Context: an optimization exercise on an open-source flow, tuned for small area, a short achievable clock period and few clock cycles. The choices shown serve that exercise and are no tape-out recipe. Function was not checked in any run shown here: the RTL went through the layout flow alone. Power is estimated from default activity; no workload was simulated.

==> design.v <==
package art_pkg;
  localparam int unsigned ENTRIES_DEF      = 64;
  localparam int unsigned MAX_SUBJECTS_DEF = 16;
  localparam int unsigned MAX_OBJECTS_DEF  = 16;
  localparam int unsigned CFG_W = 5;
  localparam int unsigned LIST_MAX = 16;
  localparam logic [2:0] MODE_ADD  = 3'd0;
  localparam logic [2:0] MODE_REM  = 3'd1;
  localparam logic [2:0] MODE_NEW  = 3'd2;
  localparam logic [2:0] MODE_DEL  = 3'd3;
  localparam logic [2:0] MODE_OCC  = 3'd4;
  localparam logic [2:0] MODE_LIST = 3'd5;
  localparam logic [1:0] ST_DONE = 2'd0;
  localparam logic [1:0] ST_NEW  = 2'd1;
  localparam logic [1:0] ST_NONE = 2'd2;
  localparam logic [1:0] ST_FULL = 2'd3;
  localparam logic CFG_INIT_SUBJ = 1'b0;
  localparam logic CFG_OBJ_CNT   = 1'b1;
  localparam logic [1:0] RIGHTS_RW = 2'b11;
  typedef struct packed {
    logic start;     
    logic scan;      
    logic append;    
    logic finish;    
    logic emit;      
  } art_cmd_t;
  typedef struct packed {
    logic scan_done;   
    logic list_left;   
  } art_sts_t;
endpackage
module access_rights_table_unit
#(
  parameter int unsigned ENTRIES      = art_pkg::ENTRIES_DEF,
  parameter int unsigned MAX_SUBJECTS = art_pkg::MAX_SUBJECTS_DEF,
  parameter int unsigned MAX_OBJECTS  = art_pkg::MAX_OBJECTS_DEF
) (
  input  logic             clk_i,
  input  logic             rst_ni,
  input  logic             cfg_we_i,
  input  logic             cfg_idx_i,
  input  logic [art_pkg::CFG_W-1:0] cfg_data_i,
  input  logic             s_axis_tvalid,
  output logic             s_axis_tready,
  input  logic [15:0]      s_axis_tdata,   
  output logic             m_axis_tvalid,
  input  logic             m_axis_tready,
  output logic [31:0]      m_axis_tdata,   
  output logic             m_axis_tlast
);
  localparam int N = 64;
  logic        hv_q, sv_q;           
  logic [12:0] sc_q;                 
  logic [12:3] hc_q;                 
  logic        push, pop, load;
  assign s_axis_tready = !sv_q;
  assign push = s_axis_tvalid && !sv_q;
  assign load = pop || (push && !hv_q);
  logic [3:0] cs, co;
  logic [1:0] cm;
  assign cs   = hc_q[6:3];
  assign co   = hc_q[10:7];
  assign cm   = hc_q[12:11];
  logic m_add, m_rem, m_new, m_del, m_occ, m_list;
  logic [12:0] nh;
  logic [3:0]  hi_d;
  always_comb begin
    nh = sv_q ? sc_q : s_axis_tdata[12:0];
    if (nh[2:0] == art_pkg::MODE_OCC) nh[6:3] = hi_d;
  end
  logic [3:0] subj_q [0:N-1];
  logic [3:0] obj_q  [0:N-1];
  logic [1:0] rts_q  [0:N-1];
  logic [6:0] count_q;
  logic [3:0] hi_q;                  
  logic [15:0] gone_q;
  logic [15:0] below_q;              
  logic [4:0] added_q, init_q;
  logic [4:0] objc_q;                
  logic       dany_q;                
  logic [6:0] ptr_q;                 
  logic        o0v_q, o0l_q;
  logic [23:0] o0d_q;
  logic ofree, step;
  assign ofree = !o0v_q || m_axis_tready;
  assign step = hv_q && ofree;
  logic use_s, use_o;
  assign use_s = !m_list;
  assign use_o = m_add || m_rem || m_list;
  logic [N-1:0] valid, p;
  always_comb begin
    for (int i = 0; i < N; i++) begin
      valid[i] = (rts_q[i] != 2'b00);
      p[i] = valid[i] && (!use_s || subj_q[i] == cs) && (!use_o || obj_q[i] == co) &&
             (!m_list || ptr_q[6] || (6'(i) < ptr_q[5:0]));
    end
  end
  logic       t_any [0:6][0:N-1];
  logic       t_mul [0:6][0:N-1];
  logic [5:0] t_idx [0:6][0:N-1];
  logic [3:0] t_sub [0:6][0:N-1];
  always_comb begin
    for (int l = 0; l < 7; l++)
      for (int i = 0; i < N; i++) begin
        t_any[l][i] = 1'b0; t_mul[l][i] = 1'b0; t_idx[l][i] = '0; t_sub[l][i] = '0;
      end
    for (int i = 0; i < N; i++) begin
      t_any[0][i] = p[i];
      t_sub[0][i] = subj_q[i];
    end
    for (int l = 0; l < 6; l++)
      for (int i = 0; i < (N >> (l + 1)); i++) begin
        t_any[l+1][i] = t_any[l][2*i] | t_any[l][2*i+1];
        t_mul[l+1][i] = t_mul[l][2*i] | t_mul[l][2*i+1] | (t_any[l][2*i] & t_any[l][2*i+1]);
        t_sub[l+1][i] = t_any[l][2*i+1] ? t_sub[l][2*i+1] : t_sub[l][2*i];
        t_idx[l+1][i] = t_any[l][2*i+1] ? (t_idx[l][2*i+1] | 6'(1 << l)) : t_idx[l][2*i];
      end
  end
  logic       any_p, multi;
  logic [5:0] hidx;
  logic [3:0] hsubj;
  assign any_p = t_any[6][0];
  assign multi = t_mul[6][0];
  assign hidx  = t_idx[6][0];
  assign hsubj = t_sub[6][0];
  logic remz;
  always_comb begin
    remz = 1'b0;
    for (int i = 0; i < N; i++)
      remz = remz | (p[i] && ((rts_q[i] & ~cm) == 2'b00));
  end
  logic [N-1:0] sh;
  logic [7:0]   gall, gpre;
  always_comb begin
    for (int g = 0; g < 8; g++) gall[g] = &valid[8*g +: 8];
    gpre[0] = 1'b1;
    for (int g = 1; g < 8; g++) gpre[g] = gpre[g-1] & gall[g-1];
    for (int i = 0; i < N; i++) begin
      sh[i] = gpre[i / 8];
      for (int j = 8 * (i / 8); j < i; j++) sh[i] = sh[i] & valid[j];
    end
  end
  logic [5:0] tot_raw;
  logic       tfull;
  logic [4:0] total;
  assign tot_raw = {1'b0, init_q} + {1'b0, added_q};
  assign tfull = (tot_raw >= 6'd16);
  assign total = tfull ? 5'd16 : tot_raw[4:0];
  logic sub_ok, tfull_tab, shift, ins;
  assign sub_ok = below_q[cs] && !gone_q[cs];
  assign tfull_tab = count_q[6];
  assign shift = step && m_add && sub_ok && (cm != 2'b00) && !tfull_tab;
  assign ins = shift && !any_p;
  logic occ_done, emit, done, last;
  assign occ_done = any_p || (count_q == 7'd0);
  always_comb begin
    emit = 1'b1; done = 1'b1; last = 1'b1;
    if (m_del && multi) begin emit = 1'b0; done = 1'b0; end
    if (m_occ && !occ_done) begin emit = 1'b0; done = 1'b0; end
    if (m_list && multi) begin done = 1'b0; last = 1'b0; end
  end
  assign pop = step && done;
  logic [4:0] rows;
  assign rows = (count_q == 7'd0) ? 5'd0 : {1'b0, cs} + 5'd1;
  assign hi_d = (ins && cs > hi_q) ? cs :
                (step && m_occ && !occ_done) ? cs - 4'd1 : hi_q;
  logic [1:0] st;
  logic [4:0] so;
  always_comb begin
    st = art_pkg::ST_NONE;
    so = '0;
    if (m_add) begin
      if (any_p) st = art_pkg::ST_DONE;
      else if (sub_ok) begin
        if (cm == 2'b00) st = art_pkg::ST_DONE;
        else if (tfull_tab) st = art_pkg::ST_FULL;
        else st = art_pkg::ST_NEW;
      end
    end
    if (m_rem && any_p) st = art_pkg::ST_DONE;
    if (m_new) begin
      if (tfull) begin st = art_pkg::ST_FULL; so = 5'd16; end
      else begin st = art_pkg::ST_DONE; so = total + 5'd1; end
    end
    if (m_del && (any_p || dany_q)) st = art_pkg::ST_DONE;
    if (m_occ) st = art_pkg::ST_DONE;
    if (m_list && any_p) begin st = art_pkg::ST_DONE; so = {1'b0, hsubj}; end
  end
  logic [8:0] cells;
  assign cells = 9'(rows * objc_q);
  logic [23:0] res;
  assign res = {m_occ, m_occ ? count_q : 7'd0, m_occ ? cells : 9'd0, m_occ ? rows : so, st};
  logic [1:0] rorm, randm;
  assign rorm  = m_add ? cm : 2'b00;
  assign randm = m_rem ? ~cm : (m_add ? 2'b11 : 2'b00);
  always_ff @(posedge clk_i) begin
    for (int i = 0; i < N; i++) begin
      if (shift && sh[i]) begin
        subj_q[i] <= (i == 0) ? cs : subj_q[(i == 0) ? 0 : i-1];
        obj_q[i]  <= (i == 0) ? co : obj_q[(i == 0) ? 0 : i-1];
      end
    end
  end
  always_ff @(posedge clk_i or negedge rst_ni) begin
    if (!rst_ni) begin
      for (int i = 0; i < N; i++) rts_q[i] <= 2'b00;
    end else begin
      for (int i = 0; i < N; i++) begin
        if (shift && sh[i]) begin
          if (i == 0) rts_q[i] <= any_p ? 2'b00 : cm;
          else rts_q[i] <= rts_q[(i == 0) ? 0 : i-1] | (p[(i == 0) ? 0 : i-1] ? cm : 2'b00);
        end else if (step && (((m_add || m_rem) && p[i]) || (m_del && p[i] && hidx == 6'(i))))
          rts_q[i] <= (rts_q[i] | rorm) & randm;
      end
    end
  end
  logic [4:0]  init_d, added_d;
  logic [15:0] gone_d, below_d;
  logic [5:0]  tot_d;
  always_comb begin
    init_d = (cfg_we_i && cfg_idx_i == art_pkg::CFG_INIT_SUBJ) ? cfg_data_i : init_q;
    added_d = (step && m_new && !tfull) ? added_q + 5'd1 : added_q;
    gone_d = gone_q;
    if (step && m_del && !multi && (any_p || dany_q)) gone_d[cs] = 1'b1;
    tot_d = {1'b0, init_d} + {1'b0, added_d};
    for (int k = 0; k < 16; k++) below_d[k] = (6'(k) < tot_d);
  end
  always_ff @(posedge clk_i) begin
    if (ofree) begin
      o0d_q <= res;
      o0l_q <= last;
    end
    if (!sv_q) sc_q <= s_axis_tdata[12:0];
  end
  always_ff @(posedge clk_i or negedge rst_ni) begin
    if (!rst_ni) begin
      hv_q <= 1'b0; sv_q <= 1'b0; hc_q <= '0;
      m_add <= 1'b0; m_rem <= 1'b0; m_new <= 1'b0; m_del <= 1'b0; m_occ <= 1'b0; m_list <= 1'b0;
      count_q <= '0; hi_q <= '0; gone_q <= '0; added_q <= '0;
      init_q <= 5'd2; objc_q <= 5'd2; below_q <= 16'h0003;
      ptr_q <= 7'd64; dany_q <= 1'b0;
      o0v_q <= 1'b0;
    end else begin
      if (cfg_we_i && cfg_idx_i == art_pkg::CFG_OBJ_CNT)
        objc_q <= (cfg_data_i > 5'd16) ? 5'd16 : cfg_data_i;
      init_q <= init_d;
      added_q <= added_d;
      gone_q <= gone_d;
      below_q <= below_d;
      if (load) begin
        hc_q <= nh[12:3];
        m_add  <= (nh[2:0] == art_pkg::MODE_ADD);
        m_rem  <= (nh[2:0] == art_pkg::MODE_REM);
        m_new  <= (nh[2:0] == art_pkg::MODE_NEW);
        m_del  <= (nh[2:0] == art_pkg::MODE_DEL);
        m_occ  <= (nh[2:0] == art_pkg::MODE_OCC);
        m_list <= (nh[2:0] == art_pkg::MODE_LIST);
      end else if (step && m_occ && !occ_done) begin
        hc_q[6:3] <= hc_q[6:3] - 4'd1;
      end
      if (pop) begin
        if (sv_q) sv_q <= push;
        else hv_q <= push;
      end else if (push) begin
        if (!hv_q) hv_q <= 1'b1;
        else sv_q <= 1'b1;
      end
      if (step) begin
        ptr_q <= done ? 7'd64 : {1'b0, hidx};
        dany_q <= done ? 1'b0 : (dany_q || (m_del && any_p));
      end
      if (ins) count_q <= count_q + 7'd1;
      else if (step && ((m_rem && any_p && remz) || (m_del && any_p)))
        count_q <= count_q - 7'd1;
      hi_q <= hi_d;
      if (ofree) o0v_q <= step && emit;
    end
  end
  logic       o_occ;
  logic [4:0] o_x;
  assign o_occ = o0d_q[23];
  assign o_x = o0d_q[6:2];
  assign m_axis_tvalid = o0v_q;
  assign m_axis_tdata  = {4'b0, o0d_q[22:7], o_occ ? o_x : 5'd0,
                          o_occ ? 5'd0 : o_x, o0d_q[1:0]};
  assign m_axis_tlast  = o0l_q;
endmodule
==> run.sh <==
#!/bin/bash
# synth_recipe.tcl (not shown) runs the flow's synth.tcl, then flattens the netlist and writes it again
# the make line also repeats each setting of config.mk as NAME=value (left out here)
make -C /OpenROAD-flow-scripts/flow DESIGN_CONFIG=/design/flow/config.mk WORK_HOME=/design/flow/orfs CLKGATE_MAP_FILE= SYNTH_SCRIPT=/design/flow/synth_recipe.tcl finish
==> config.mk <==
export PLATFORM = sky130hd
export DESIGN_NAME = access_rights_table_unit
export DESIGN_NICKNAME = access_rights_table_unit
export VERILOG_FILES = /design/flow/design.v
export SDC_FILE = /design/flow/constraint.sdc
export NUM_CORES = 4
export LEC_CHECK = 0
export CAP_MARGIN = 20
export CORE_MARGIN = 2
export CORE_UTILIZATION = 40
export PLACE_DENSITY = 0.6
export SETUP_SLACK_MARGIN = 3.3
export SLEW_MARGIN = 20
==> constraint.sdc <==
create_clock -name core_clock -period 8.0 [get_ports {clk_i}]
set_input_delay 1.6000 -clock core_clock [delete_from_list [all_inputs] [get_ports {clk_i}]]
set_output_delay 1.6000 -clock core_clock [all_outputs]
set_load 0.01 [all_outputs]
==> results of run 1 <==
final cells by class:
type | count | area (µm²)
Fill cell | 9952 | 56990
Multi-Input combinational cell | 2926 | 22490
Sequential cell | 763 | 21790
Timing Repair Buffer | 414 | 3933
Clock buffer | 113 | 2305
Tap cell | 1488 | 1862
Clock inverter | 46 | 534.3
Inverter | 109 | 452.9
Timing Repair inverter | 1 | 5.005
Antenna cell | 2 | 5.005
sequential cells by signal, indices dropped and copies added, names as in the netlist, 4 cells and up:
signal / cells
below_q: 16
count_q: 7
rts_q: 128
added_q: 5
ptr_q: 7
o0d_q: 24
sc_q: 13
obj_q: 256
hi_q: 4
objc_q: 5
hc_q: 10
init_q: 5
gone_q: 16
subj_q: 256
synth_stat cells (42+ instances only):
master    instances
nand2_1         244
nor2_1          244
xnor2_1         520
buf_2            42
a22oi_1         103
a41oi_1         128
dfrtp_1         208
buf_4            74
a31oi_1          56
and2_1           51
edfxtp_1        537
clkbuf_1        146
inv_1           107
ha_1             44
mux2_2          112
nor4_1           49
nand3_1          56
a21oi_1         250
o21ai_0         171
o22ai_1          66
a211oi_1         45
nor3_1           74
mux2i_1          95
timing repair:
action	in CTS	in global routing
endpoints found under the setup margin	382	222
pin swaps	19	41
buffers inserted	82	108
gates cloned	4	5
gates resized for setup	175	130
worst max-delay path by stage:
stage,start,endpoint,cells after the start
6_report,m_list$_DFFE_PN0N_,rts_q[3][0]$_DFFE_PN0P_,17
5_1_grt,m_list$_DFFE_PN0N_,count_q[6]$_DFFE_PN0P_,20
4_1_cts,ptr_q[5]$_DFFE_PN0P_,rts_q[42][0]$_DFFE_PN0P_,14
3_5_place_dp,ptr_q[2]$_DFFE_PN0P_,hc_q[8]$_DFFE_PN0N_,12
3_3_place_gp,ptr_q[2]$_DFFE_PN0P_,hc_q[8]$_DFFE_PN0N_,12
2_1_floorplan,m_axis_tready,rts_q[63][0]$_DFFE_PN0P_,13
worst max-delay path, delay by kind of cell (launching register included):
kind	cells	cell delay, ps
muxes	1	370
and+or+nand+nor	3	820
AOI/OAI and AO/OA	7	1780
DFF	1	550
buffers and inverters	6	1110
per-stage QoR:
step           instances  setup WS (ps)  hold WS, ps  area (µm²)
5_1_grt             5860           3197        471.4       53370
2_1_floorplan       4078           3238        419.3       44530
4_1_cts             5747           3176        448.7       51760
3_3_place_gp        5502           1327        430.9       47040
6_report            5862           3237        444.9       53370
3_5_place_dp        5502           1691        435.6       47060
power breakdown:
| group | switching (mW) | internal [mW] | total (mW) | leakage, nW |
|---|---|---|---|---|
| logic | 8.47 | 4.67 | 13.1 | 9.28 |
| clock network | 1.75 | 2.34 | 4.09 | 1.36 |
| registers | 0.402 | 4.54 | 4.94 | 7.30 |
layer usage:
layer | share of wire | global-route usage | vias up
met5 | 0.00020 | 0 | -
met4 | 0.066 | 0.1473 | 6
met3 | 0.12 | 0.07822 | 604
met2 | 0.42 | 0.4233 | 2340
met1 | 0.40 | 0.3859 | 18340
li1 | - | - | 15930
kinds of logic (layout without fill, tap and decap cells):
logic type	count (synthesis)	after routing	share of synthesized area
flops	763	763	0.4895
buf+inv	392	683	0.04308
simple gates	941	943	0.1073
mux	214	214	0.05239
other cells	1	6	0.00008451
compound gates	1164	1165	0.1826
xor+xnor	545	545	0.1076
fa+ha+maj	55	55	0.01737
==> results.py, run 1 <==
metrics = {
    "cells_and_area": {
        "syn2layout_area_growth_pct": 20.28,
        "final_common_cell": "edfxtp_1",
        "drive_above_1_share": 0.2116,
        "fin_util": 0.4836,
        "final_cell_mix": "537 x edfxtp_1, 519 x xnor2_1, 294 x buf_4",
        "final_nets": 4383,
    },
    "setup_path": {
        "path_max_fanout": 15,
        "r2r-start": "m_list$_DFFE_PN0N_",
        "critPathMaxStageDelay_ps": 550,
        "reg2reg_to": "rts_q[3][0]$_DFFE_PN0P_",
        "cp_cell_sequence": "buf_12 > nor3_4 > buf_12 > buf_16 > a41oi_2 > or4_1 > a211oi_1 > o311ai_2 > a221oi_2 > nor4_4 > buf_4 > a211oi_4 > buf_4 > buf_8 > a21oi_1 > o31ai_2 > mux2_2",
        "crit_type": "flip-flop to flip-flop",
        "critical_path_required_ps": 8590,
        "reg2reg_depth": 17,
        "cpMaxStageDelayCell": "dfrtp_4",
        "startpoint_type": "flip-flop",
        "r2r_slack_ps": 3240,
        "endpoint_kind": "flip-flop",
        "cp_data_arrival_time_ps": 5350,
    },
    "synthesis": {
        "yosys.area.top_type_share": 0.3634,
        "synthTopCellsByArea": "edfxtp_1 36%, dfrtp_1 12%, xnor2_1 10%, mux2_2 2.8%, a21oi_1 2.8%",
        "synth_edf_count": 537,
        "yosysUniqueCellTypes": 105,
        "synth_area_per_cell_um2": 10.89,
        "yosys_warnings": 8,
        "syn_area_um2": 44370,
        "ys_async_sr_fraction": 0.2792,
        "synth_ff_type": "edfxtp_1",
        "syn_inst": 4075,
        "synth_seq_area_share": 0.4895,
        "synth_top_area_cell": "edfxtp_1",
        "ys_ff_latch": 763,
    },
    "min_path": {
        "whs_path_depth": 1,
        "min_to": "gone_q[5]$_DFFE_PN0P_",
        "hold_class": "flip-flop to flip-flop",
        "hp-start": "gone_q[5]$_DFFE_PN0P_",
    },
    "global_routing": {
        "antenna_found_initial": 5,
        "grt_max_degree": 112,
        "grtUsageTotal": 0.2872,
        "globalRoute.totalOverflow": 0,
        "grt_pass1_wl_mm": 241.3,
        "grt_pass1_vias": 35280,
    },
    "route": {
        "num_vias": 37220,
        "via_per_inst": 6.350,
        "first_iter_violations": 5276,
        "wirelength_mm": 169.1,
        "ant_nets": 0,
        "dr.pass1.iters": 7,
        "drc": 0,
        "wl_per_cell_um": 28.85,
    },
    "die": {
        "placementRows": 122,
        "die_x_um": 337.1,
        "io_pins": 62,
        "die_y_um": 337.1,
        "core_um2": 110400,
        "initial_core_util": 0.4021,
        "fp.dieArea_um2": 113600,
    },
    "power_and_ir_drop": {
        "p_leak_nw": 17.94,
        "power_mw": 22.17,
        "ir_worst_vdd_v": 0.0004299,
        "p_per_area_nw_per_um2": 415.3,
    },
    "sta": {
        "timing.final.crit_period_ps": 4763,
        "rsz0062_at_grt": "true",
        "tightest_slew_ps": 1132,
        "setup_tns_ps": 0,
        "min_period_over_period": 0.5954,
        "slew_viol_final": 0,
        "finalSetupViolCount": 0,
        "finalHoldViolations": 0,
        "skew_ps": 41.13,
        "relSlewSlack": 0.2415,
        "fmax_ghz": 0.2099,
    },
    "placement": {
        "port_buffers": 54,
        "gp_congestion": 1.060,
        "hpwl_mm": 111.0,
    },
    "cts": {
        "hold_buffers": 0,
        "cts_buffer_depth": 3,
        "cts_tree": "done",
        "cts_inserted_buffers": 86,
        "clk_pin_slew_ps": 60,
        "clockRootBuffer": "clkbuf_16",
        "h-tree-depth": 3,
        "clock_latency_ps": 710,
        "cts.sinks": 763,
    },
    "run": {
        "drv_cap": 0,
    },
    "status": {
        "status": "timing/DRC/antenna clean",
    },
}
==> run 2, diff against run 1 <==
--- a/config.mk
+++ b/config.mk
@@ -10,4 +10,6 @@
 export CORE_UTILIZATION = 40
+export CTS_CLUSTER_DIAMETER = 80
+export CTS_CLUSTER_SIZE = 30
 export PLACE_DENSITY = 0.6
-export SETUP_SLACK_MARGIN = 3.3
+export SETUP_SLACK_MARGIN = 3.0
 export SLEW_MARGIN = 20
==> results.py, run 2 <==
metrics = {
    "cells_and_area": {
        "syn2layout_area_growth_pct": 14.30,
        "multi_input_area_um2": 21860,
        "final_cell_mix": "537 x edfxtp_1, 520 x xnor2_1, 248 x buf_4",
        "final_common_cell": "edfxtp_1",
        "nFillCells": 10160,
        "final-instance-count-excl-fill": 5710,
        "largestRegisters": "obj_q: 256 flops, subj_q: 256 flops, rts_q: 128 flops",
        "register_area_um2": 21780,
        "drive_above_1_share": 0.1699,
        "final_nets": 4270,
    },
    "cts": {
        "clk_pin_slew_ps": 110,
        "cts_inserted_buffers": 41,
        "hold_buffers": 0,
        "cts_tree": "done",
        "cts.sinks": 763,
        "cts_buffer_depth": 3,
        "h-tree-depth": 2,
        "clockRootBuffer": "clkbuf_16",
        "clock_latency_ps": 670,
    },
    "route": {
        "drc": 0,
        "num_vias": 36320,
        "ant_nets": 0,
        "via_per_inst": 6.361,
        "highest_layer": "met5",
        "dr.pass1.iters": 7,
        "wl_met2_mm": 69.92,
        "first_iter_violations": 5142,
        "wl_per_cell_um": 28.53,
        "m1WireLength_mm": 65.79,
        "wl_met3_mm": 18.02,
        "wirelength_mm": 162.9,
    },
    "synthesis": {
        "synth_edf_count": 537,
        "synth_area_per_cell_um2": 10.89,
        "synth_top_area_cell": "edfxtp_1",
        "synth_most_common_cell": "edfxtp_1",
        "yosysUniqueCellTypes": 105,
        "syn_area_um2": 44370,
        "yosys.area.top_type_share": 0.3634,
        "ys_ff_latch": 763,
        "syn_inst": 4075,
        "synthTopCellsByCount": "537 x edfxtp_1, 520 x xnor2_1, 250 x a21oi_1",
        "synth_ff_type": "edfxtp_1",
        "synthTopCellsByArea": "edfxtp_1 36%, dfrtp_1 12%, xnor2_1 10%, mux2_2 2.8%, a21oi_1 2.8%",
        "yosys_warnings": 8,
        "ys_async_sr_fraction": 0.2792,
        "synth_seq_area_share": 0.4895,
    },
    "power_and_ir_drop": {
        "p_per_area_nw_per_um2": 394.2,
        "clkPwrFrac": 0.132,
        "internal-power_mw": 9.967,
        "p_seq_frac": 0.246,
        "power_mw": 19.99,
        "ir_worst_vdd_v": 0.0005113,
        "switching_power_mw": 10.03,
        "p_leak_nw": 16.84,
        "p_sw_frac": 0.5015,
        "p_comb_frac": 0.621,
    },
    "sta": {
        "skew_ps": 36.16,
        "timing.final.crit_period_ps": 5026,
        "relSlewSlack": 0.2652,
        "finalSetupViolCount": 0,
        "tightest_slew_ps": 1098,
        "min_period_over_period": 0.6282,
        "finalHoldViolations": 0,
        "rsz0062_at_grt": "true",
        "setup_tns_ps": 0,
        "fmax_ghz": 0.1990,
        "slew_viol_final": 0,
    },
    "global_routing": {
        "grt_max_degree": 92,
        "grt_pass1_wl_mm": 237.5,
        "antenna_found_initial": 4,
        "globalRoute.totalOverflow": 0,
        "grt_pass1_vias": 34780,
        "grtUsageTotal": 0.2811,
    },
    "setup_path": {
        "critPathMaxStageDelay_ps": 620,
        "crit_type": "flip-flop to flip-flop",
        "crit_top_cell": "buf_4",
        "path_delay_family": "simple AND/OR/NAND/NOR gates",
        "endpoint_kind": "flip-flop",
        "startpoint_type": "flip-flop",
        "cp_cell_sequence": "nand2b_4 > nor3_2 > buf_4 > a2111oi_4 > buf_4 > or4_1 > o211ai_1 > a311o_1 > nand2_4 > nor4_2 > buf_4 > a31oi_1 > o21ai_1 > mux2_2",
        "r2r_slack_ps": 2970,
        "cp_num_buf_inv": 3,
        "path_max_fanout": 19,
        "critical_path_required_ps": 8550,
        "cp_data_arrival_time_ps": 5580,
        "cpMaxStageDelayCell": "or4_1",
    },
    "min_path": {
        "hold_class": "flip-flop to flip-flop",
    },
    "placement": {
        "hpwl_mm": 110.7,
        "gp_congestion": 1.037,
        "place_inst": 5518,
        "port_buffers": 54,
    },
    "die": {
        "placementRows": 122,
        "die_y_um": 337.1,
        "core_um2": 110400,
        "initial_core_util": 0.4021,
        "io_pins": 62,
        "die_x_um": 337.1,
        "fp.dieArea_um2": 113600,
    },
    "status": {
        "status": "timing/DRC/antenna clean",
    },
    "run": {
        "drv_cap": 0,
    },
}
==> run 2: final cells by class <==
| cell class | instances | share of cell area |
|---|---|---|
| Multi-Input combinational cell | 2923 | 0.4310 |
| Sequential cell | 763 | 0.4294 |
| Timing Repair Buffer | 349 | 0.06480 |
| Tap cell | 1488 | 0.03671 |
| Clock buffer | 48 | 0.02159 |
| Inverter | 109 | 0.008782 |
| Clock inverter | 28 | 0.007549 |
| Timing Repair inverter | 1 | 0.00009868 |
| Antenna cell | 1 | 0.00004934 |
==> run 2: layer usage <==
layer,track usage,up-vias
met3,0.07385,431
met5,0,-
met2,0.4210,2117
met1,0.3780,18120
met4,0.1334,4
li1,-,15650
==> run 2: what timing repair did <==
action | CTS | global route
setup endpoints to repair | 366 | 199
gates resized for setup | 124 | 59
setup buffers | 64 | 48
cloned | 1 | 2
pin swaps | 16 | 17
==> run 2: cells by family (layout without fill, tap and decap cells) <==
kind of cell	after synthesis	count (layout)	share of synthesized area
AOI/OAI and AO/OA	1164	1164	0.1826
and+or+nand+nor	941	941	0.1073
DFF	763	763	0.4895
xor gates and xnor gates	545	545	0.1076
buffers and inverters	392	535	0.04308
muxes	214	214	0.05239
adders and majority gates	55	55	0.01737
other	1	5	0.00008451
==> run 2: power by group through the flow <==
stage	registers (mW)	clock network (mW)	logic [mW]
6_report	4.92	2.65	12.4
5_1_grt	4.95	2.80	12.8
4_1_cts	4.95	2.68	11.3
3_5_place_dp	5.42	0	9.59
3_3_place_gp	5.42	0	9.50
2_1_floorplan	4.73	0	6.48
==> run 2: final timing paths <==
path / endpoint / from / cells past startpoint
worst min-delay path: gone_q[5]$_DFFE_PN0P_ / gone_q[5]$_DFFE_PN0P_ / 1
worst max register to register: rts_q[18][0]$_DFFE_PN0P_ / ptr_q[6]$_DFFE_PN1P_ / 14
min in group asynchronous: hc_q[7]$_DFFE_PN0N_ / rst_ni / 1
worst max-delay path: rts_q[18][0]$_DFFE_PN0P_ / ptr_q[6]$_DFFE_PN1P_ / 14
worst min register to register: gone_q[5]$_DFFE_PN0P_ / gone_q[5]$_DFFE_PN0P_ / 1
max in group asynchronous: ptr_q[1]$_DFFE_PN0P_ / rst_ni / 2
==> run 2: stage by stage <==
step / hold slack [ps] / worst slack, ps / utilization / area (µm²)
after detailed placement: 435.7 / 1429 / 0.4263 / 47050
after global placement: 430.3 / 1331 / 0.4262 / 47040
after floorplan: 419.3 / 2901 / - / 44430
after CTS: 457.1 / 2931 / 0.4529 / 49980
final: 453.5 / 2974 / 0.4596 / 50720
after global routing: 473.0 / 2983 / 0.4595 / 50720
==> run 2: worst reg2reg max path: cells and delay by family, from the launching register on <==
kind | cells | cell delay (ps)
flops | 1 | 580
mux | 1 | 370
buf+inv | 3 | 770
simple gates | 5 | 2140
compound gates | 5 | 1070
==> run 3, diff against run 2 <==
--- a/design.v
+++ b/design.v
@@ -97,23 +97,26 @@
   end
-  logic       t_any [0:6][0:N-1];
-  logic       t_mul [0:6][0:N-1];
-  logic [5:0] t_idx [0:6][0:N-1];
-  logic [3:0] t_sub [0:6][0:N-1];
-  always_comb begin
-    for (int l = 0; l < 7; l++)
-      for (int i = 0; i < N; i++) begin
-        t_any[l][i] = 1'b0; t_mul[l][i] = 1'b0; t_idx[l][i] = '0; t_sub[l][i] = '0;
-      end
-    for (int i = 0; i < N; i++) begin
-      t_any[0][i] = p[i];
-      t_sub[0][i] = subj_q[i];
-    end
-    for (int l = 0; l < 6; l++)
-      for (int i = 0; i < (N >> (l + 1)); i++) begin
-        t_any[l+1][i] = t_any[l][2*i] | t_any[l][2*i+1];
-        t_mul[l+1][i] = t_mul[l][2*i] | t_mul[l][2*i+1] | (t_any[l][2*i] & t_any[l][2*i+1]);
-        t_sub[l+1][i] = t_any[l][2*i+1] ? t_sub[l][2*i+1] : t_sub[l][2*i];
-        t_idx[l+1][i] = t_any[l][2*i+1] ? (t_idx[l][2*i+1] | 6'(1 << l)) : t_idx[l][2*i];
-      end
-  end
+  logic [7:0] g_any, g_mul;
+  logic [2:0] g_idx [0:7];
+  logic [3:0] g_sub [0:7];
+  always_comb
+    for (int g = 0; g < 8; g++) begin
+      logic [7:0] pg, hot;
+      logic       seen;
+      pg = p[8*g +: 8];
+      seen = 1'b0;
+      for (int j = 7; j >= 0; j--) begin
+        hot[j] = pg[j] && !seen;
+        seen = seen || pg[j];
+      end
+      g_any[g] = |pg;
+      g_mul[g] = 1'b0;
+      for (int j = 0; j < 8; j++)
+        for (int k = j + 1; k < 8; k++) g_mul[g] = g_mul[g] | (pg[j] & pg[k]);
+      g_idx[g] = '0;
+      g_sub[g] = '0;
+      for (int j = 0; j < 8; j++) begin
+        g_idx[g] = g_idx[g] | (hot[j] ? 3'(j) : 3'd0);
+        g_sub[g] = g_sub[g] | (hot[j] ? subj_q[8*g+j] : 4'd0);
+      end
+    end
   logic       any_p, multi;
@@ -121,6 +124,22 @@
   logic [3:0] hsubj;
-  assign any_p = t_any[6][0];
-  assign multi = t_mul[6][0];
-  assign hidx  = t_idx[6][0];
-  assign hsubj = t_sub[6][0];
+  always_comb begin
+    logic [7:0] ghot;
+    logic       seen, two;
+    seen = 1'b0;
+    for (int g = 7; g >= 0; g--) begin
+      ghot[g] = g_any[g] && !seen;
+      seen = seen || g_any[g];
+    end
+    any_p = |g_any;
+    two = 1'b0;
+    for (int g = 0; g < 8; g++)
+      for (int k = g + 1; k < 8; k++) two = two | (g_any[g] & g_any[k]);
+    multi = two || (|g_mul);
+    hidx = '0;
+    hsubj = '0;
+    for (int g = 0; g < 8; g++) begin
+      hidx = hidx | (ghot[g] ? {3'(g), g_idx[g]} : 6'd0);
+      hsubj = hsubj | (ghot[g] ? g_sub[g] : 4'd0);
+    end
+  end
   logic remz;
--- a/config.mk
+++ b/config.mk
@@ -10,6 +10,4 @@
 export CORE_UTILIZATION = 40
-export CTS_CLUSTER_DIAMETER = 80
-export CTS_CLUSTER_SIZE = 30
 export PLACE_DENSITY = 0.6
-export SETUP_SLACK_MARGIN = 3.0
+export SETUP_SLACK_MARGIN = 3.3
 export SLEW_MARGIN = 20
==> results.py, run 3 <==
metrics = {
    "global_routing": {
        "grtUsageTotal": 0.2963,
        "antenna_found_initial": 4,
        "grt_max_degree": 124,
        "grt_pass1_vias": 35360,
        "grt_pass1_wl_mm": 246.0,
        "globalRoute.totalOverflow": 0,
    },
    "setup_path": {
        "reg2reg_to": "hc_q[8]$_DFFE_PN0N_",
        "critPathMaxStageDelay_ps": 530,
        "cpMaxStageDelayCell": "or4_4",
        "reg2reg_depth": 20,
        "critPathLaunch": "m_list$_DFFE_PN0N_",
        "path_delay_family": "compound AO/OA/AOI/OAI gates",
        "crit_end": "hc_q[8]$_DFFE_PN0N_",
        "cp_num_buf_inv": 8,
        "critical_path_required_ps": 8540,
        "path_depth": 20,
        "cp_cell_sequence": "buf_6 > nor3_4 > buf_12 > buf_16 > buf_4 > buf_12 > buf_4 > a41oi_1 > nor3_2 > buf_4 > a22oi_2 > o211ai_1 > a21oi_1 > and3_1 > nand4_1 > or4_4 > a21boi_4 > o2bb2ai_4 > buf_12 > mux2_4",
        "r2r_slack_ps": 3110,
        "cp_data_arrival_time_ps": 5430,
        "endpoint_kind": "flip-flop",
        "path_max_fanout": 13,
        "r2r-start": "m_list$_DFFE_PN0N_",
        "startpoint_type": "flip-flop",
        "crit_type": "flip-flop to flip-flop",
    },
    "status": {
        "status": "timing/DRC/antenna clean",
    },
    "route": {
        "wl_per_cell_um": 29.65,
        "dr.pass1.iters": 6,
        "num_vias": 37290,
        "first_iter_violations": 4732,
        "via_per_inst": 6.475,
        "drc": 0,
        "ant_nets": 0,
        "wirelength_mm": 170.7,
    },
    "sta": {
        "slew_viol_final": 0,
        "min_period_over_period": 0.6112,
        "relSlewSlack": 0.09268,
        "skew_ps": 51.28,
        "timing.final.crit_period_ps": 4890,
        "fmax_ghz": 0.2045,
        "whs_ps": 458.7,
        "rsz0062_at_grt": "true",
        "tightest_slew_ps": 1356,
        "finalHoldViolations": 0,
        "finalSetupViolCount": 0,
        "setup_tns_ps": 0,
    },
    "synthesis": {
        "ys_async_sr_fraction": 0.2792,
        "synth_area_per_cell_um2": 10.96,
        "synth_top_area_cell": "edfxtp_1",
        "yosysUniqueCellTypes": 112,
        "synth_ff_type": "edfxtp_1",
        "yosys_warnings": 6,
        "synth_edf_count": 537,
        "synth_most_common_cell": "edfxtp_1",
        "syn_inst": 4002,
        "synthTopCellsByArea": "edfxtp_1 37%, dfrtp_1 12%, xnor2_1 10%, a21oi_1 2.6%, a41oi_1 2.4%",
        "synthTopCellsByCount": "537 x edfxtp_1, 504 x xnor2_1, 266 x nor2_1",
        "syn_area_um2": 43860,
        "yosys.area.top_type_share": 0.3677,
        "synth_seq_area_share": 0.4953,
        "ys_ff_latch": 763,
    },
    "placement": {
        "port_buffers": 54,
        "gp_congestion": 1.066,
        "placed_area_um2": 46250,
        "hpwl_mm": 116.7,
    },
    "cells_and_area": {
        "fin_util": 0.4939,
        "largestRegisters": "obj_q: 256 flops, subj_q: 256 flops, rts_q: 128 flops",
        "syn2layout_area_growth_pct": 22.60,
        "final_cell_mix": "537 x edfxtp_1, 504 x xnor2_1, 302 x buf_4",
        "final_area_um2": 53770,
        "drive_above_1_share": 0.2375,
        "final_nets": 4351,
        "final_common_cell": "edfxtp_1",
    },
    "cts": {
        "cts_tree": "done",
        "hold_buffers": 0,
        "h-tree-depth": 3,
        "cts_inserted_buffers": 85,
        "cts.sinks": 763,
        "cts_buffer_depth": 3,
        "clk_pin_slew_ps": 60,
        "clockRootBuffer": "clkbuf_16",
        "clock_latency_ps": 710,
    },
    "die": {
        "die_x_um": 335.1,
        "initial_core_util": 0.4029,
        "die_y_um": 335.1,
        "fp.dieArea_um2": 112300,
        "core_um2": 108900,
        "placementRows": 121,
        "io_pins": 62,
    },
    "power_and_ir_drop": {
        "p_per_area_nw_per_um2": 427.7,
        "p_leak_nw": 18.41,
        "ir_worst_vdd_v": 0.0004269,
    },
    "min_path": {
        "hold_class": "flip-flop to flip-flop",
    },
    "run": {
        "drv_cap": 0,
    },
}
==> run 3: layout make-up <==
cell class	count	area, µm²
clock buffers	110	2323
diodes	4	10.01
clock inverters	49	369.1
multi-input cells	2869	22670
repair buffers	446	4395
repair inverters	1	5.005
flip-flops and latches	763	21780
well taps	1414	1769
fillers	9783	55090
inverters	103	437.9
==> run 3: metrics by stage <==
stage / setup WS [ps] / power [mW] / cells
after global routing: 3145 / 23.59 / 5755
after CTS: 3177 / 20.93 / 5637
after floorplan: 3063 / 11.01 / 4005
final: 3110 / 23.00 / 5759
after global placement: 1502 / 14.74 / 5344
after detailed placement: 1417 / 14.81 / 5344
==> run 3: repair_timing <==
action / in CTS / in global routing
setup endpoints to repair: 509 / 214
resized for setup: 302 / 197
cloned: 6 / 3
setup buffers: 128 / 113
pin swaps: 63 / 75
==> run 3: cells by family (layout without fill, tap and decap cells) <==
family	count (synthesis)	count (layout)	share of synthesized area
xor+xnor	544	544	0.1086
simple gates	939	941	0.1107
flops	763	763	0.4953
fa+ha+maj	56	56	0.01783
buf+inv	375	709	0.04228
other cells	1	8	0.00008551
compound gates	1181	1181	0.1899
mux	143	143	0.03526
==> run 3: metal layers <==
metal | up-vias | part of all wire | global-route usage
met5 | - | 0 | 0
met4 | 0 | 0.062 | 0.1535
met3 | 537 | 0.11 | 0.07704
met2 | 2206 | 0.42 | 0.4346
met1 | 18710 | 0.41 | 0.4022
li1 | 15830 | - | -
==> run 3: how the worst min path moves through the flow <==
| stage | start | endpoint | cells after the start |
|---|---|---|---|
| after CTS | gone_q[0]$_DFFE_PN0P_ | gone_q[0]$_DFFE_PN0P_ | 1 |
| after global routing | obj_q[20][0]$_DFFE_PP_ | obj_q[21][0]$_DFFE_PP_ | 0 |
| after detailed placement | gone_q[12]$_DFFE_PN0P_ | gone_q[12]$_DFFE_PN0P_ | 1 |
| after global placement | gone_q[4]$_DFFE_PN0P_ | gone_q[4]$_DFFE_PN0P_ | 1 |
| final | gone_q[14]$_DFFE_PN0P_ | gone_q[14]$_DFFE_PN0P_ | 1 |
| after floorplan | m_occ$_DFFE_PN0N_ | o0d_q[23]$_DFFE_PN_ | 0 |
==> run 3: where the power goes <==
| part | switching (mW) | internal, mW | leakage (nW) |
|---|---|---|---|
| sequential | 0.449 | 4.55 | 7.34 |
| combinational | 8.69 | 5.45 | 9.77 |
| clock | 1.70 | 2.16 | 1.30 |
==> run 4, diff against run 3 <==
--- a/config.mk
+++ b/config.mk
@@ -10,2 +10,4 @@
 export CORE_UTILIZATION = 40
+export CTS_CLUSTER_DIAMETER = 80
+export CTS_CLUSTER_SIZE = 30
 export PLACE_DENSITY = 0.6
==> results.py, run 4 <==
metrics = {
    "status": {
        "status": "timing/DRC/antenna clean",
    },
    "synthesis": {
        "yosys.area.top_type_share": 0.3677,
        "synth_top_family_by_area": "compound AO/OA/AOI/OAI gates",
        "synth_top_area_cell": "edfxtp_1",
        "yosysUniqueCellTypes": 112,
        "synth.area.mux_share": 0.03526,
        "yosys_warnings": 6,
        "ys_ff_latch": 763,
        "synth_seq_area_share": 0.4953,
        "synth_ff_type": "edfxtp_1",
        "synth_simple_gate_area_frac": 0.1107,
        "synth-xor-area-share": 0.1086,
        "synth_fa_ha_area_frac": 0.01783,
        "synth_most_common_cell": "edfxtp_1",
        "synth_compound_area_frac": 0.1899,
        "syn_area_um2": 43860,
        "ys_async_sr_fraction": 0.2792,
        "synthTopCellsByCount": "537 x edfxtp_1, 504 x xnor2_1, 266 x nor2_1",
        "syn_inst": 4002,
        "synth_edf_count": 537,
        "synthTopCellsByArea": "edfxtp_1 37%, dfrtp_1 12%, xnor2_1 10%, a21oi_1 2.6%, a41oi_1 2.4%",
        "synth_area_per_cell_um2": 10.96,
    },
    "power_and_ir_drop": {
        "p_leak_nw": 17.85,
        "power_mw": 21.75,
        "p_sw_frac": 0.4970,
        "internal-power_mw": 10.94,
        "switching_power_mw": 10.81,
        "clkPwrFrac": 0.131,
        "p_seq_frac": 0.230,
        "p_per_area_nw_per_um2": 411.8,
        "p_comb_frac": 0.639,
        "ir_worst_vdd_v": 0.0004919,
    },
    "global_routing": {
        "grt_max_degree": 124,
        "globalRoute.totalOverflow": 0,
        "grt_pass1_vias": 34910,
        "antenna_found_initial": 7,
        "grt_pass1_wl_mm": 244.3,
        "grtUsageTotal": 0.2938,
    },
    "setup_path": {
        "startpoint_type": "flip-flop",
        "crit_type": "flip-flop to flip-flop",
        "cp_data_arrival_time_ps": 5370,
        "path_max_fanout": 7,
        "critical_path_required_ps": 8540,
        "endpoint_kind": "flip-flop",
    },
    "sta": {
        "fmax_ghz": 0.2069,
        "timing.final.crit_period_ps": 4832,
        "skew_ps": 42.69,
        "worst_slack_ps": 3168,
        "min_period_over_period": 0.6040,
        "relSlewSlack": 0.1172,
        "slew_viol_final": 0,
        "finalSetupViolCount": 0,
        "tightest_slew_ps": 1321,
        "setup_tns_ps": 0,
        "finalHoldViolations": 0,
        "rsz0062_at_grt": "true",
    },
    "cts": {
        "clock_latency_ps": 690,
        "cts_tree": "done",
        "clockRootBuffer": "clkbuf_16",
        "h-tree-depth": 2,
        "cts_inserted_buffers": 44,
        "clk_pin_slew_ps": 110,
        "cts.sinks": 763,
        "hold_buffers": 0,
        "cts_buffer_depth": 3,
    },
    "die": {
        "die_y_um": 335.1,
        "core_um2": 108900,
        "fp.dieArea_um2": 112300,
        "die_x_um": 335.1,
        "io_pins": 62,
        "initial_core_util": 0.4029,
        "placementRows": 121,
    },
    "min_path": {
        "hold_class": "flip-flop to flip-flop",
    },
    "placement": {
        "detailedPlace.worstSlack_ps": 1417,
        "hpwl_mm": 116.7,
        "placed_area_um2": 46250,
        "port_buffers": 54,
        "gp_congestion": 1.066,
    },
    "cells_and_area": {
        "fin_util": 0.4852,
        "nFillCells": 9903,
        "syn2layout_area_growth_pct": 20.43,
        "final_cell_mix": "537 x edfxtp_1, 504 x xnor2_1, 296 x buf_4",
        "final_area_um2": 52820,
        "drive_above_1_share": 0.2319,
        "multi_input_area_um2": 22930,
        "final_common_cell": "edfxtp_1",
        "largestRegisters": "obj_q: 256 flops, subj_q: 256 flops, rts_q: 128 flops",
        "register_area_um2": 21780,
        "final_nets": 4303,
    },
    "route": {
        "drc": 0,
        "wl_per_cell_um": 30.02,
        "num_vias": 36730,
        "via_per_inst": 6.473,
        "ant_nets": 0,
        "dr.pass1.iters": 8,
        "first_iter_violations": 4871,
        "wirelength_mm": 170.3,
    },
    "run": {
        "drv_cap": 0,
    },
}
## run 4: cell types whose count changed in the layout (fill, tap and decap cells not counted), moves of 6 or more
cell / change
clkbuf_1: -15
clkbuf_8: -6
buf_4: -6
clkinv_2: -16
a21oi_1: -7
clkinvlp_4: -8
clkbuf_16: -40
mux2_4: -7
buf_12: -7
inv_16: +9
clkinv_1: -9
buf_6: +6
a21oi_2: +6
a41oi_1: -7
## run 4: per-layer routing
| layer | global-route usage | share of wire | vias up |
|---|---|---|---|
| met5 | 0 | 0.00079 | - |
| met4 | 0.1412 | 0.059 | 10 |
| met3 | 0.06127 | 0.10 | 505 |
| met2 | 0.4384 | 0.43 | 2095 |
| met1 | 0.4065 | 0.41 | 18430 |
| li1 | - | - | 15700 |
## run 4: metrics by stage
stage / hold slack [ps] / std cells
6_report: 455.9 / 5674
5_1_grt: 467.4 / 5671
4_1_cts: 454.6 / 5562
3_5_place_dp: 447.5 / 5344
3_3_place_gp: 441.0 / 5344
2_1_floorplan: 423.1 / 4005
## run 4: cell type report
class,count,area share
repair buffers,437,0.07988
flip-flops and latches,763,0.4124
diodes,3,0.0001421
clock buffers,48,0.02194
inverters,103,0.008339
multi-input cells,2872,0.4342
clock inverters,34,0.009618
well taps,1414,0.03350
## run 4: kinds of logic after synthesis
group           count (synthesis)
xor+xnor                      544
simple gates                  939
mux                           143
flops                         763
other cells                     1
compound gates               1181
fa+ha+maj                      56
buf+inv                       375
## run 4: worst paths after layout
path	endpoint	startpoint	cells after the start	slack, ps
max in group asynchronous	ptr_q[3]$_DFFE_PN0P_	rst_ni	2	5730
hold / removal	obj_q[14][2]$_DFFE_PP_	obj_q[13][2]$_DFFE_PP_	0	460
setup / recovery	hc_q[8]$_DFFE_PN0N_	m_list$_DFFE_PN0N_	15	3170
setup reg to reg	hc_q[8]$_DFFE_PN0N_	m_list$_DFFE_PN0N_	15	3170
hold reg to reg	obj_q[14][2]$_DFFE_PP_	obj_q[13][2]$_DFFE_PP_	0	460
min in group asynchronous	added_q[3]$_DFF_PN0_	rst_ni	1	900
## run 4: timing repair
action | 4_1_cts | 5_1_grt
pin swaps | 58 | 87
buffers inserted | 131 | 104
resized for setup | 318 | 197
endpoints found under the setup margin | 496 | 210
gates cloned | 5 | 4
## run 4: worst max-delay path, cell delays in order (launching register included)
cell	delay [ps]
dfrtp_4	550
buf_12	150
buf_6	100
or3b_4	460
a21oi_4	200
o32ai_2	110
a221o_2	410
or4b_4	630
nor3_4	240
inv_2	60
maj3_2	300
or4_4	560
a21boi_4	230
o2bb2ai_4	180
buf_12	170
mux2_4	310
## run 4: power by group through the flow
stage	Sequential, mW	Clock [mW]	Combinational, mW
4_1_cts	5.00	2.89	11.9
2_1_floorplan	4.77	0	6.24
6_report	5.00	2.85	13.9
3_3_place_gp	5.39	0	9.35
5_1_grt	5.03	3.03	14.2
3_5_place_dp	5.39	0	9.41
==> run 5, diff against run 4 <==
--- a/config.mk
+++ b/config.mk
@@ -13,3 +13,3 @@
 export PLACE_DENSITY = 0.6
-export SETUP_SLACK_MARGIN = 3.3
+export SETUP_SLACK_MARGIN = 3.5
 export SLEW_MARGIN = 20
==> results.py, run 5 <==
metrics = {
    "synthesis": {
        "synthTopCellsByCount": "537 x edfxtp_1, 504 x xnor2_1, 266 x nor2_1",
        "syn_area_um2": 43860,
        "synth_top_area_cell": "edfxtp_1",
        "synth_top_family_by_area": "compound AO/OA/AOI/OAI gates",
        "ys_ff_latch": 763,
        "synth_simple_gate_area_frac": 0.1107,
        "yosys_warnings": 6,
        "synth-xor-area-share": 0.1086,
        "synth_ff_type": "edfxtp_1",
        "synth_area_per_cell_um2": 10.96,
        "ys_async_sr_fraction": 0.2792,
        "synth_most_common_cell": "edfxtp_1",
        "synthTopCellsByArea": "edfxtp_1 37%, dfrtp_1 12%, xnor2_1 10%, a21oi_1 2.6%, a41oi_1 2.4%",
        "synth_seq_area_share": 0.4953,
        "synth_fa_ha_area_frac": 0.01783,
        "yosys.area.top_type_share": 0.3677,
        "syn_inst": 4002,
        "synth.area.mux_share": 0.03526,
        "yosysUniqueCellTypes": 112,
        "synth_compound_area_frac": 0.1899,
        "synth_edf_count": 537,
    },
    "die": {
        "io_pins": 62,
        "initial_core_util": 0.4029,
        "die_y_um": 335.1,
        "core_um2": 108900,
        "die_x_um": 335.1,
        "fp.dieArea_um2": 112300,
        "placementRows": 121,
    },
    "route": {
        "first_iter_violations": 5301,
        "ant_nets": 0,
        "highest_layer": "met5",
        "num_vias": 38170,
        "wl_met2_mm": 78.35,
        "via_per_inst": 6.609,
        "wl_met3_mm": 21.34,
        "m1WireLength_mm": 71.92,
        "drc": 0,
        "wl_per_cell_um": 31.96,
        "dr.pass1.iters": 7,
        "wirelength_mm": 184.6,
    },
    "setup_path": {
        "cpMaxStageDelayCell": "or4_4",
        "startpoint_type": "flip-flop",
        "r2r_slack_ps": 3240,
        "cp_data_arrival_time_ps": 5350,
        "critical_path_required_ps": 8590,
        "cp_num_buf_inv": 7,
        "path_delay_family": "simple AND/OR/NAND/NOR gates",
        "crit_type": "flip-flop to flip-flop",
        "endpoint_kind": "flip-flop",
        "crit_top_cell": "buf_12",
        "path_max_fanout": 13,
        "cp_cell_sequence": "buf_12 > nor3_4 > buf_12 > buf_12 > clkbuf_16 > a41oi_1 > nor4_2 > buf_4 > buf_4 > or2_2 > a22oi_1 > nand2_1 > nor4_1 > nand4_1 > or4_4 > a21boi_4 > o2bb2ai_4 > buf_12 > mux2_4",
        "critPathMaxStageDelay_ps": 470,
    },
    "power_and_ir_drop": {
        "p_per_area_nw_per_um2": 436.9,
        "p_leak_nw": 18.75,
        "ir_worst_vdd_v": 0.0003978,
    },
    "cts": {
        "hold_buffers": 0,
        "cts_tree": "done",
        "cts_buffer_depth": 3,
        "clock_latency_ps": 710,
        "clk_pin_slew_ps": 110,
        "cts.sinks": 763,
        "h-tree-depth": 2,
        "cts_inserted_buffers": 44,
        "clockRootBuffer": "clkbuf_16",
    },
    "placement": {
        "gp_congestion": 1.097,
        "hpwl_mm": 123.6,
        "port_buffers": 54,
    },
    "run": {
        "drv_cap": 0,
    },
    "global_routing": {
        "grt_max_degree": 126,
        "globalRoute.totalOverflow": 0,
        "antenna_found_initial": 9,
        "grt_pass1_vias": 36140,
        "grtUsageTotal": 0.3175,
        "grt_pass1_wl_mm": 259.9,
    },
    "cells_and_area": {
        "largestRegisters": "obj_q: 256 flops, subj_q: 256 flops, rts_q: 128 flops",
        "final_cell_mix": "537 x edfxtp_1, 502 x xnor2_1, 332 x buf_4",
        "syn2layout_area_growth_pct": 25.53,
        "final_nets": 4400,
        "fin_util": 0.5057,
        "drive_above_1_share": 0.2764,
        "nFillCells": 9509,
        "final_common_cell": "edfxtp_1",
    },
    "sta": {
        "fmax_ghz": 0.2102,
        "rsz0062_at_grt": "true",
        "setup_tns_ps": 0,
        "timing.final.crit_period_ps": 4758,
        "tightest_slew_ps": 1384,
        "slew_viol_final": 0,
        "finalHoldViolations": 0,
        "relSlewSlack": 0.07744,
        "skew_ps": 59.27,
        "min_period_over_period": 0.5947,
        "finalSetupViolCount": 0,
    },
    "status": {
        "status": "timing/DRC/antenna clean",
    },
    "min_path": {
        "hold_class": "flip-flop to flip-flop",
    },
}
-- run 5: cell counts after synthesis --
Identical to the previous run, type by type.
-- run 5: worst paths after layout --
check / start / end / cells past startpoint
min reg2reg: obj_q[6][1]$_DFFE_PP_ / obj_q[7][1]$_DFFE_PP_ / 0
max in group asynchronous: rst_ni / ptr_q[1]$_DFFE_PN0P_ / 2
min: obj_q[6][1]$_DFFE_PP_ / obj_q[7][1]$_DFFE_PP_ / 0
min in group asynchronous: rst_ni / init_q[3]$_DFF_PN0_ / 1
max: m_list$_DFFE_PN0N_ / hc_q[7]$_DFFE_PN0N_ / 19
max reg2reg: m_list$_DFFE_PN0N_ / hc_q[7]$_DFFE_PN0N_ / 19
-- run 5: final cells by class --
class / instances / area (µm²) / share of cell area
Clock buffer: 46 / 1109 / 0.02014
Tap cell: 1414 / 1769 / 0.03214
Clock inverter: 35 / 526.8 / 0.009569
Multi-Input combinational cell: 2870 / 23970 / 0.4354
Inverter: 103 / 424.2 / 0.007705
Sequential cell: 763 / 21780 / 0.3957
Antenna cell: 8 / 20.02 / 0.0003637
Timing Repair Buffer: 536 / 5453 / 0.09905
-- run 5: cells by family (layout without fill, tap and decap cells) --
logic type,after synthesis,after routing
compound gates,1181,1181
simple gates,939,942
flops,763,763
xor+xnor,544,544
buf+inv,375,720
mux,143,143
fa+ha+maj,56,56
other cells,1,12
-- run 5: metrics by stage --
stage / total power [mW] / std cells / hold slack, ps / instance area, µm² / setup WS, ps
after floorplan: 11.02 / 4005 / 423.1 / 44170 / 3064
after global placement: 14.81 / 5353 / 447.6 / 46420 / 1379
after detailed placement: 14.88 / 5353 / 450.7 / 46420 / 1289
after CTS: 20.93 / 5640 / 472.3 / 52060 / 3351
after global routing: 24.58 / 5767 / 478.1 / 55030 / 3219
final: 24.05 / 5775 / 470.9 / 55050 / 3242
-- run 5: power by group --
part           switching [mW]  internal (mW)
sequential              0.429           4.55
combinational            9.68           6.56
clock                    1.66           1.18
total                    11.8           12.3
-- run 5: metal layers --
metal  global-route usage  vias to the layer above
li1                     -                    15910
met5             0.006947                        -
met3              0.09881                      626
met2               0.4658                     2501
met1               0.4142                    19130
met4               0.1792                        4
-- run 5: repair_timing --
action,CTS,global route
pin swaps,94,158
gates resized for setup,405,366
setup endpoints to repair,535,229
cloned,5,6
setup buffers,201,121
==> run 6, diff against run 5 <==
--- a/config.mk
+++ b/config.mk
@@ -10,6 +10,4 @@
 export CORE_UTILIZATION = 40
-export CTS_CLUSTER_DIAMETER = 80
-export CTS_CLUSTER_SIZE = 30
 export PLACE_DENSITY = 0.6
-export SETUP_SLACK_MARGIN = 3.5
+export SETUP_SLACK_MARGIN = 3.6
 export SLEW_MARGIN = 20
==> results.py, run 6 <==
metrics = {
    "global_routing": {
        "globalRoute.totalOverflow": 0,
        "grtUsageTotal": 0.3020,
        "grt_pass1_wl_mm": 250.7,
        "grt_pass1_vias": 36280,
        "antenna_found_initial": 11,
        "grt_max_degree": 109,
    },
    "sta": {
        "relSlewSlack": 0.2349,
        "rsz0062_at_grt": "true",
        "slew_viol_final": 0,
        "worst_slack_ps": 3192,
        "skew_ps": 36.24,
        "finalHoldViolations": 0,
        "finalSetupViolCount": 0,
        "fmax_ghz": 0.2080,
        "min_period_over_period": 0.6010,
        "whs_ps": 459.8,
        "timing.final.crit_period_ps": 4808,
        "setup_tns_ps": 0,
        "tightest_slew_ps": 1136,
    },
    "synthesis": {
        "synth_simple_gate_area_frac": 0.1107,
        "synthTopCellsByArea": "edfxtp_1 37%, dfrtp_1 12%, xnor2_1 10%, a21oi_1 2.6%, a41oi_1 2.4%",
        "synthTopCellsByCount": "537 x edfxtp_1, 504 x xnor2_1, 266 x nor2_1",
        "synth_top_family_by_area": "compound AO/OA/AOI/OAI gates",
        "synth_top_area_cell": "edfxtp_1",
        "synth_compound_area_frac": 0.1899,
        "syn_inst": 4002,
        "yosysUniqueCellTypes": 112,
        "synth_area_per_cell_um2": 10.96,
        "ys_ff_latch": 763,
        "synth_most_common_cell": "edfxtp_1",
        "synth_fa_ha_area_frac": 0.01783,
        "syn_area_um2": 43860,
        "ys_async_sr_fraction": 0.2792,
        "synth-xor-area-share": 0.1086,
        "synth.area.mux_share": 0.03526,
        "yosys_warnings": 6,
        "synth_edf_count": 537,
        "synth_ff_type": "edfxtp_1",
        "yosys.area.top_type_share": 0.3677,
        "synth_seq_area_share": 0.4953,
    },
    "route": {
        "wl_met3_mm": 19.55,
        "wirelength_mm": 175.9,
        "via_per_inst": 6.483,
        "wl_met2_mm": 75.19,
        "wl_per_cell_um": 29.89,
        "dr.pass1.iters": 7,
        "num_vias": 38140,
        "drc": 0,
        "ant_nets": 0,
        "highest_layer": "met5",
        "m1WireLength_mm": 70.18,
        "first_iter_violations": 5561,
    },
    "setup_path": {
        "reg2reg_to": "rts_q[58][0]$_DFFE_PN0P_",
        "critical_path_required_ps": 8600,
        "startpoint_type": "flip-flop",
        "cp_data_arrival_time_ps": 5410,
        "r2r-start": "ptr_q[2]$_DFFE_PN0P_",
        "r2r_slack_ps": 3190,
        "crit_type": "flip-flop to flip-flop",
        "path_max_fanout": 6,
        "endpoint_kind": "flip-flop",
        "reg2reg_depth": 19,
    },
    "min_path": {
        "hp-start": "gone_q[6]$_DFFE_PN0P_",
        "hold_class": "flip-flop to flip-flop",
        "whs_path_depth": 1,
        "min_to": "gone_q[6]$_DFFE_PN0P_",
    },
    "run": {
        "drv_cap": 0,
    },
    "power_and_ir_drop": {
        "p_leak_nw": 19.62,
        "ir_worst_vdd_v": 0.0004502,
        "p_per_area_nw_per_um2": 453.0,
    },
    "die": {
        "io_pins": 62,
        "core_um2": 108900,
        "initial_core_util": 0.4029,
        "die_y_um": 335.1,
        "die_x_um": 335.1,
        "fp.dieArea_um2": 112300,
        "placementRows": 121,
    },
    "cells_and_area": {
        "final_cell_mix": "537 x edfxtp_1, 503 x xnor2_1, 357 x buf_4",
        "final_nets": 4475,
        "syn2layout_area_growth_pct": 29.51,
        "drive_above_1_share": 0.2958,
        "register_area_um2": 21790,
        "largestRegisters": "obj_q: 256 flops, subj_q: 256 flops, rts_q: 128 flops",
        "final_common_cell": "edfxtp_1",
        "multi_input_area_um2": 24070,
        "nFillCells": 9309,
    },
    "cts": {
        "clk_pin_slew_ps": 70,
        "clockRootBuffer": "clkbuf_16",
        "h-tree-depth": 3,
        "hold_buffers": 0,
        "cts_inserted_buffers": 88,
        "cts_buffer_depth": 3,
        "cts_tree": "done",
        "cts.sinks": 763,
        "clock_latency_ps": 710,
    },
    "status": {
        "status": "timing/DRC/antenna clean",
    },
    "placement": {
        "gp_congestion": 1.071,
        "port_buffers": 54,
        "detailedPlace.worstSlack_ps": 1546,
        "hpwl_mm": 114.5,
    },
}
## run 6: worst max path at each step
stage / startpoint / to / cells after the start
floorplan: m_axis_tready / rts_q[63][1]$_DFFE_PN0P_ / 12
global placement: ptr_q[0]$_DFFE_PN0P_ / rts_q[4][0]$_DFFE_PN0P_ / 13
detailed placement: m_axis_tready / rts_q[63][1]$_DFFE_PN0P_ / 13
CTS: ptr_q[5]$_DFFE_PN0P_ / hc_q[8]$_DFFE_PN0N_ / 16
global route: ptr_q[2]$_DFFE_PN0P_ / hc_q[10]$_DFFE_PN0N_ / 16
finish: ptr_q[2]$_DFFE_PN0P_ / rts_q[58][0]$_DFFE_PN0P_ / 19
## run 6: cell type report
type                            count  share of cell area
Inverter                          103            0.007622
Timing Repair Buffer              566              0.1006
Multi-Input combinational cell   2871              0.4238
Clock buffer                      110             0.04150
Clock inverter                     53             0.01154
Tap cell                         1414             0.03115
Antenna cell                        4           0.0001762
Sequential cell                   763              0.3836
## run 6: logic make-up after synthesis
group / Yosys count
XOR/XNOR: 544
AO/OA/AOI/OAI: 1181
flip-flops: 763
multiplexers: 143
other: 1
adder cells (fa/ha/maj): 56
buffers and inverters: 375
AND/OR/NAND/NOR: 939
## run 6: report_power, final
group / total (mW) / switching (mW) / internal, mW / leakage (nW)
Clock: 4.28 / 1.76 / 2.52 / 1.45
Combinational: 16.5 / 9.64 / 6.83 / 10.8
Sequential: 4.99 / 0.433 / 4.56 / 7.34
## run 6: critical path, stage by stage, from the launching register on
cell	delay (ps)
dfrtp_4	620
buf_4	190
or2_4	310
a21oi_4	240
buf_6	120
nor4_1	40
a221o_2	380
or4b_4	570
buf_6	150
buf_6	110
or2_4	250
nor3_4	200
and2_4	220
o211ai_1	230
buf_4	320
buf_12	140
buf_6	100
nand4bb_1	170
o311a_1	140
o21a_1	170
## run 6: what timing repair did
item	CTS	global route
resized for setup	484	314
endpoints found under the setup margin	551	261
endpoints found under the hold margin	0	0
setup buffers	229	131
cloned	6	7
pin swaps	123	147
## run 6: per-layer routing
metal  vias to the layer above  track usage
li1                      16090            -
met1                     19080       0.4070
met2                      2350       0.4444
met3                       609      0.08183
met4                        14       0.1555
met5                         -            0
## run 6: through the flow
stage                     instance area [µm²]  total power [mW]  cells  utilization
final                                   56800             25.73   5884       0.5218
after detailed placement                46370             14.78   5343       0.4260
after CTS                               54060             23.02   5741       0.4966
after global routing                    56790             26.32   5881       0.5217
after floorplan                         44240             11.02   4005            -
after global placement                  46370             14.69   5342       0.4260
==> run 7, diff against run 6 <==
--- a/config.mk
+++ b/config.mk
@@ -7,7 +7,9 @@
 export LEC_CHECK = 0
-export CAP_MARGIN = 20
+export CAP_MARGIN = 5
 export CORE_MARGIN = 2
 export CORE_UTILIZATION = 40
+export CTS_CLUSTER_DIAMETER = 80
+export CTS_CLUSTER_SIZE = 30
 export PLACE_DENSITY = 0.6
-export SETUP_SLACK_MARGIN = 3.6
-export SLEW_MARGIN = 20
+export SETUP_SLACK_MARGIN = 3.3
+export SLEW_MARGIN = 5
==> results.py, run 7 <==
metrics = {
    "status": {
        "status": "timing/DRC/antenna clean",
    },
    "synthesis": {
        "syn_area_um2": 43860,
        "synthTopCellsByCount": "537 x edfxtp_1, 504 x xnor2_1, 266 x nor2_1",
        "yosys_warnings": 6,
        "synth_seq_area_share": 0.4953,
        "yosysUniqueCellTypes": 112,
        "ys_async_sr_fraction": 0.2792,
        "ys_ff_latch": 763,
        "synth_most_common_cell": "edfxtp_1",
        "yosys.area.top_type_share": 0.3677,
    },
    "run": {
        "drv_cap": 0,
    },
    "route": {
        "via_per_inst": 6.459,
        "ant_nets": 0,
        "drc": 0,
        "wl_per_cell_um": 29.94,
        "wirelength_mm": 170.3,
        "dr.pass1.iters": 6,
    },
    "global_routing": {
        "antenna_found_initial": 6,
        "grt_max_degree": 124,
        "grt_pass1_wl_mm": 244.5,
        "grt_pass1_vias": 34990,
        "grtUsageTotal": 0.2939,
    },
    "cells_and_area": {
        "final_nets": 4317,
        "drive_above_1_share": 0.2309,
        "largestRegisters": "obj_q: 256 flops, subj_q: 256 flops, rts_q: 128 flops",
        "syn2layout_area_growth_pct": 20.15,
        "final_common_cell": "edfxtp_1",
        "fin_util": 0.4841,
        "final_cell_mix": "537 x edfxtp_1, 504 x xnor2_1, 306 x buf_4",
        "final_area_um2": 52690,
    },
    "sta": {
        "timing.final.crit_period_ps": 4903,
        "rsz0062_at_grt": "true",
        "slew_viol_final": 0,
        "min_period_over_period": 0.6128,
        "finalHoldViolations": 0,
        "whs_ps": 457.2,
        "finalSetupViolCount": 0,
        "worst_slack_ps": 3097,
        "skew_ps": 46.03,
        "setup_tns_ps": 0,
        "relSlewSlack": 0.1103,
        "fmax_ghz": 0.2040,
    },
    "placement": {
        "placed_area_um2": 46250,
        "detailedPlace.worstSlack_ps": 1417,
        "gp_congestion": 1.066,
        "hpwl_mm": 116.7,
        "port_buffers": 54,
    },
    "cts": {
        "cts.sinks": 763,
        "cts_tree": "done",
        "cts_inserted_buffers": 44,
        "clk_pin_slew_ps": 110,
        "h-tree-depth": 2,
        "clockRootBuffer": "clkbuf_16",
        "clock_latency_ps": 700,
    },
    "setup_path": {
        "crit_type": "flip-flop to flip-flop",
        "critical_path_required_ps": 8540,
        "startpoint_type": "flip-flop",
        "r2r-start": "m_list$_DFFE_PN0N_",
        "critPathLaunch": "m_list$_DFFE_PN0N_",
        "crit_end": "hc_q[8]$_DFFE_PN0N_",
        "cp_data_arrival_time_ps": 5440,
        "reg2reg_depth": 16,
    },
    "die": {
        "core_um2": 108900,
        "die_y_um": 335.1,
        "io_pins": 62,
        "initial_core_util": 0.4029,
        "placementRows": 121,
        "fp.dieArea_um2": 112300,
        "die_x_um": 335.1,
    },
    "power_and_ir_drop": {
        "ir_worst_vdd_v": 0.0004910,
        "p_per_area_nw_per_um2": 408.5,
    },
}
-- run 7: how the worst min path moves through the flow --
stage | from | slack [ps] | depth (start not counted) | endpoint
4_1_cts | obj_q[13][2]$_DFFE_PP_ | 450 | 0 | obj_q[14][2]$_DFFE_PP_
3_3_place_gp | gone_q[4]$_DFFE_PN0P_ | 440 | 1 | gone_q[4]$_DFFE_PN0P_
3_5_place_dp | gone_q[12]$_DFFE_PN0P_ | 450 | 1 | gone_q[12]$_DFFE_PN0P_
6_report | obj_q[13][2]$_DFFE_PP_ | 460 | 0 | obj_q[14][2]$_DFFE_PP_
5_1_grt | obj_q[13][2]$_DFFE_PP_ | 470 | 0 | obj_q[14][2]$_DFFE_PP_
2_1_floorplan | m_occ$_DFFE_PN0N_ | 420 | 0 | o0d_q[23]$_DFFE_PN_
-- run 7: timing repair --
item / CTS / global route
setup endpoints to repair: 496 / 213
cloned: 5 / 3
resized for setup: 318 / 177
pin swaps: 58 / 85
buffers inserted: 131 / 120
hold buffers: 0 / 0
-- run 7: stage by stage --
| stage | power [mW] | instances |
|---|---|---|
| after global placement | 14.74 | 5344 |
| after CTS | 19.84 | 5562 |
| after detailed placement | 14.81 | 5344 |
| final | 21.53 | 5687 |
| after floorplan | 11.01 | 4005 |
| after global routing | 22.08 | 5685 |
-- run 7: layer usage --
layer  part of all wire  global-route usage
met4              0.059              0.1403
met5           0.000053                   0
met1               0.41              0.4047
met2               0.43              0.4398
met3               0.10             0.06364
-- run 7: worst max-delay path: stages, from the launching register on --
cell and delay, ps:
dfrtp_4 550, buf_12 150, buf_6 100, or3b_4 460
a21oi_2 310, nor4_4 110, buf_4 190, o21ai_1 360
o21ai_0 310, a211o_1 360, nor4_2 200, nand4_1 210
or4_4 530, a21boi_4 230, o2bb2ai_4 170, buf_12 170
mux2_4 310
-- run 7: cell type report --
type,instances,area [µm²],area share
inverter,103,441.7,0.008382
clock buffer,48,1159,0.02199
clock inverter,34,508.0,0.009641
tap,1414,1769,0.03358
sequential,763,21780,0.4134
antenna,2,5.005,0.00009498
timing repair buffer,451,4320,0.08199
multi-input combinational,2872,22710,0.4309
-- run 7: kinds of logic after synthesis --
kind of cell,Yosys count,share of synthesized area
buffers and inverters,375,0.04228
XOR/XNOR,544,0.1086
AND/OR/NAND/NOR,939,0.1107
adder cells (fa/ha/maj),56,0.01783
other,1,0.00008551
AO/OA/AOI/OAI,1181,0.1899
multiplexers,143,0.03526
flip-flops,763,0.4953
-- run 7: power breakdown --
part | switching (mW) | internal [mW] | leakage (nW)
combinational | 8.58 | 5.08 | 9.76
clock | 1.66 | 1.19 | 0.806
sequential | 0.468 | 4.54 | 7.34
total | 10.7 | 10.8 | 17.9

Setup slack of run 7, layout unchanged: 3.097 ns with ideal ports, 3.097 ns with driving cells assumed (clock clkbuf_16, inputs buf_2), 2.728 ns with port delays also shifted by the 0.751 ns mid clock arrival.
